Background: an optimization exercise with open tools, aiming at small area, a short achievable clock period and few clock cycles per item. Do not read the settings as production practice.
Function was checked by simulation only, so behaviour that the tests miss may differ from the original.

the previous run:
## point_in_polygon_crossing_unit
module point_in_polygon_crossing_unit #(
  parameter int unsigned CoordBits = pipcu_pkg::COORD_BITS_DEFAULT
) (
  input  logic                        clk_i,
  input  logic                        rst_ni,
  input  logic                        push,
  output logic                        full,
  input  logic signed [CoordBits-1:0] point_x_i,
  input  logic signed [CoordBits-1:0] point_y_i,
  input  logic signed [CoordBits-1:0] start_x_i,
  input  logic signed [CoordBits-1:0] start_y_i,
  input  logic signed [CoordBits-1:0] end_x_i,
  input  logic signed [CoordBits-1:0] end_y_i,
  input  logic                        last_edge_i,
  output logic                        empty,
  input  logic                        pop,
  output logic                        inside_res_o
);
  localparam int unsigned ResDepth = pipcu_pkg::QUEUE_DEPTH;
  localparam int unsigned CntW     = $clog2(ResDepth + 1);
  logic signed [CoordBits:0] dif_a, dif_b, dif_c, dif_d;
  logic                      px_lt_ex, px_eq_ex, ey_lt_py, ey_eq_py;
  logic                      a_zero, b_zero;
  logic                      busy;
  logic                      res_room;
  logic                      res_push;
  logic                      res_bit;
  logic [CntW-1:0]           res_count;
  pipcu_pkg::fifo_stat_t     res_stat;
  pipcu_front #(
    .CoordBits (CoordBits)
  ) u_front (
    .point_x_i (point_x_i),
    .point_y_i (point_y_i),
    .start_x_i (start_x_i),
    .start_y_i (start_y_i),
    .end_x_i   (end_x_i),
    .end_y_i   (end_y_i),
    .dif_a_o   (dif_a),
    .dif_b_o   (dif_b),
    .dif_c_o   (dif_c),
    .dif_d_o   (dif_d),
    .px_lt_ex_o (px_lt_ex),
    .px_eq_ex_o (px_eq_ex),
    .ey_lt_py_o (ey_lt_py),
    .ey_eq_py_o (ey_eq_py),
    .a_zero_o   (a_zero),
    .b_zero_o   (b_zero)
  );
  assign res_room = (res_count <= CntW'(ResDepth - 2));
  assign full     = busy || !res_room;
  pipcu_back #(
    .CoordBits (CoordBits)
  ) u_back (
    .clk_i        (clk_i),
  ...
Size in the first run: ~200 I/O pins, roughly 18,000 µm² of cells after synthesis.
export LEC_CHECK = 0
export CAP_MARGIN = 20
export CORE_MARGIN = 2
export CORE_UTILIZATION = 40
export SETUP_SLACK_MARGIN = 5
export SLEW_MARGIN = 20
create_clock -name core_clock -period 10.0 [get_ports {clk_i}]
standard.sh (not shown) runs the stock make flow with config.mk's settings and CLKGATE_MAP_FILE= SYNTH_SCRIPT=/design/flow/synth_recipe.tcl, a recipe that flattens the netlist after the stock synthesis.
==> flow/flow/run.sh <==
#!/bin/bash
# The standard layout (standard synthesis, constraint.sdc and clock period unchanged), with
# the port buffers that global placement inserts made of the smallest plain buffer.
set -euo pipefail
bash standard.sh "BUFFER_PORTS_ARGS=-buffer_cell $(cat flow/port_buffer.txt)" finish > standard_flow.log 2>&1
==> flow/flow/port_buffer.txt <==
sky130_fd_sc_hd__buf_1
Testbench counts of the previous run, summed over its fixed seeds: cycles 23,339, items 16,856.
The inputs of the current run differ from those of the previous run as listed below.
-- flow/design.v --
<<< the previous run, line 23
  output logic                        px_eq_ex_o,
  output logic                        ey_lt_py_o,
  output logic                        ey_eq_py_o,
  output logic                        a_zero_o,   
  output logic                        b_zero_o    
);
  assign dif_a_o = {point_x_i[CoordBits-1], point_x_i} - {start_x_i[CoordBits-1], start_x_i};
>>> the current run, line 23
  output logic                        px_eq_ex_o,
  output logic                        ey_lt_py_o,
  output logic                        ey_eq_py_o
);
  assign dif_a_o = {point_x_i[CoordBits-1], point_x_i} - {start_x_i[CoordBits-1], start_x_i};
<<< the previous run, line 35
  assign ey_lt_py_o = (end_y_i < point_y_i);
  assign ey_eq_py_o = (end_y_i == point_y_i);
  assign a_zero_o   = (point_x_i == start_x_i);
  assign b_zero_o   = (point_y_i == start_y_i);
endmodule
module pipcu_fifo #(
>>> the current run, line 33
  assign ey_lt_py_o = (end_y_i < point_y_i);
  assign ey_eq_py_o = (end_y_i == point_y_i);
endmodule
module pipcu_fifo #(
<<< the previous run, line 102
  input  logic                        ey_lt_py_i,
  input  logic                        ey_eq_py_i,
  input  logic                        a_zero_i,
  input  logic                        b_zero_i,
  output logic                        busy_o,    
  output logic                        res_push_o,
>>> the current run, line 98
  input  logic                        ey_lt_py_i,
  input  logic                        ey_eq_py_i,
  output logic                        busy_o,    
  output logic                        res_push_o,
<<< the previous run, line 120
  logic signed [TW-1:0] t1, t2;
  logic                 aneg, bneg, cneg, dneg;
  logic                 t1z, t2z, az, bz;
  logic                 q1, q2;
  logic                 straddle;
>>> the current run, line 114
  logic signed [TW-1:0] t1, t2;
  logic                 aneg, bneg, cneg, dneg;
  logic                 t1z, t2z, az, bz, cz;
  logic                 q1, q2;
  logic                 straddle;
<<< the previous run, line 132
  assign cneg = c_q[W-1];
  assign dneg = d_q[W-1];
  logic                 az_q, bz_q;
  assign az   = az_q;
  assign bz   = bz_q;
  assign t1  = {r1_q, 1'b0} - TW'(c_q);
  assign t2  = {r2_q, 1'b0} - TW'(d_q);
>>> the current run, line 126
  assign cneg = c_q[W-1];
  assign dneg = d_q[W-1];
  assign az   = (r1_q == '0);
  assign bz   = (r2_q == '0);
  assign cz   = (c_q == '0);
  assign t1  = {r1_q, 1'b0} - TW'(c_q);
  assign t2  = {r2_q, 1'b0} - TW'(d_q);
<<< the previous run, line 149
      if (!straddle) begin
        tog = 1'b0;
      end else if (aneg != cneg) begin
        tog = !cneg;                           
      end else if (a_ge_c) begin
        tog = !(ey_eq_py_q && px_eq_ex_q) && cneg;   
      end else if (az) begin
        tog = !bz;                             
      end else if (ey_eq_py_q) begin
        tog = !cneg;                           
>>> the current run, line 143
      if (!straddle) begin
        tog = 1'b0;
      end else if (cz) begin
        tog = aneg;                            
      end else if (az) begin
        tog = !bz && !cneg;                    
      end else if (aneg != cneg) begin
        tog = !cneg;                           
      end else if (a_ge_c) begin
        tog = !(ey_eq_py_q && px_eq_ex_q) && cneg;   
      end else if (ey_eq_py_q) begin
        tog = !cneg;                           
<<< the previous run, line 209
      ey_lt_py_q <= ey_lt_py_i;
      ey_eq_py_q <= ey_eq_py_i;
      az_q       <= a_zero_i;
      bz_q       <= b_zero_i;
    end else begin
      first_q    <= 1'b0;
>>> the current run, line 205
      ey_lt_py_q <= ey_lt_py_i;
      ey_eq_py_q <= ey_eq_py_i;
    end else begin
      first_q    <= 1'b0;
<<< the previous run, line 243
  logic signed [CoordBits:0] dif_a, dif_b, dif_c, dif_d;
  logic                      px_lt_ex, px_eq_ex, ey_lt_py, ey_eq_py;
  logic                      a_zero, b_zero;
  logic                      busy;
  logic                      res_room;
>>> the current run, line 237
  logic signed [CoordBits:0] dif_a, dif_b, dif_c, dif_d;
  logic                      px_lt_ex, px_eq_ex, ey_lt_py, ey_eq_py;
  logic                      busy;
  logic                      res_room;
<<< the previous run, line 266
    .px_eq_ex_o (px_eq_ex),
    .ey_lt_py_o (ey_lt_py),
    .ey_eq_py_o (ey_eq_py),
    .a_zero_o   (a_zero),
    .b_zero_o   (b_zero)
  );
  assign res_room = (res_count <= CntW'(ResDepth - 2));
>>> the current run, line 259
    .px_eq_ex_o (px_eq_ex),
    .ey_lt_py_o (ey_lt_py),
    .ey_eq_py_o (ey_eq_py)
  );
  assign res_room = (res_count <= CntW'(ResDepth - 2));
<<< the previous run, line 277
    .clk_i        (clk_i),
    .rst_ni       (rst_ni),
    .edge_valid_i (push && !full),
    .edge_last_i  (last_edge_i),
    .dif_a_i      (dif_a),
>>> the current run, line 268
    .clk_i        (clk_i),
    .rst_ni       (rst_ni),
    .edge_valid_i (push && res_room),
    .edge_last_i  (last_edge_i),
    .dif_a_i      (dif_a),
<<< the previous run, line 287
    .ey_lt_py_i   (ey_lt_py),
    .ey_eq_py_i   (ey_eq_py),
    .a_zero_i     (a_zero),
    .b_zero_i     (b_zero),
    .busy_o       (busy),
    .res_push_o   (res_push),
>>> the current run, line 278
    .ey_lt_py_i   (ey_lt_py),
    .ey_eq_py_i   (ey_eq_py),
    .busy_o       (busy),
    .res_push_o   (res_push),
Notes after the runs:
- The current run: done, clean on timing, DRC and antenna
- More vias were needed by the previous run than by the current run.
- Looking at arrival time of the worst setup path, the current run sits 2.03 ns lower than the previous run does.
- [the current run] setup slack fell 0.15 ns relative to the previous run
- Between the previous run and the current run, the difference in multi-input logic area is negligible.
- Taking the previous run as the reference point, the design area of the current run falls by about 0.7%.
- Fraction of met2 tracks used by global routing was higher in the run labelled the previous run.
- The clock-buffer cell count of the current run is lower than that of the previous run.
- Comparing the previous run and the current run, area of the core region is lower on the current run.
- Startpoint-to-endpoint class of the critical path = reg2out: the current run; startpoint-to-endpoint class of the critical path = in2reg: the previous run
- When the current run is measured against the previous run, its number of logic inverters in the finished layout turns out 13 lower.
- Diff the previous run -> the current run: wire length per cell decreased 0.39 µm; placed wire-length estimate after detailed placement decreased about 4%; share of the clock period used by the worst path after layout increased 1.5 points.
Testbench counts of the current run, summed over its fixed seeds: cycles 23,339, items 16,856.

port drivers added, routing unchanged:
The results above use ideal ports. As a check the final layouts listed here were re-extracted and re-timed, cells and wires unchanged. Step 1 sets driving cells, clkbuf_16 on the clock port and buf_2 on the other inputs (assumed; they add their load-dependent delay and slew). Step 2 times the ports against the registers' clock, not the clock port: input delays grow and output delays shrink by t, the midpoint of the rising clock arrivals with the driver on. a / b / c = ideal / step 1 / step 2; a / b = the first two.
run | t (ns) | slack for setup (ns) | worst register clock-pin slew, ns | worst data-port slew with drivers (ns)
the previous run | 0.483 | 5.155 / 5.181 / 4.698 | 0.07 / 0.07 | 0.06
the current run | 0.485 | 5.003 / 4.954 / 4.678 | 0.07 / 0.07 | 0.04
After both steps every run listed still meets setup and hold. The setup slack of the previous run, which loses most, moves by +0.026 ns with the drivers and by -0.457 ns with both steps.
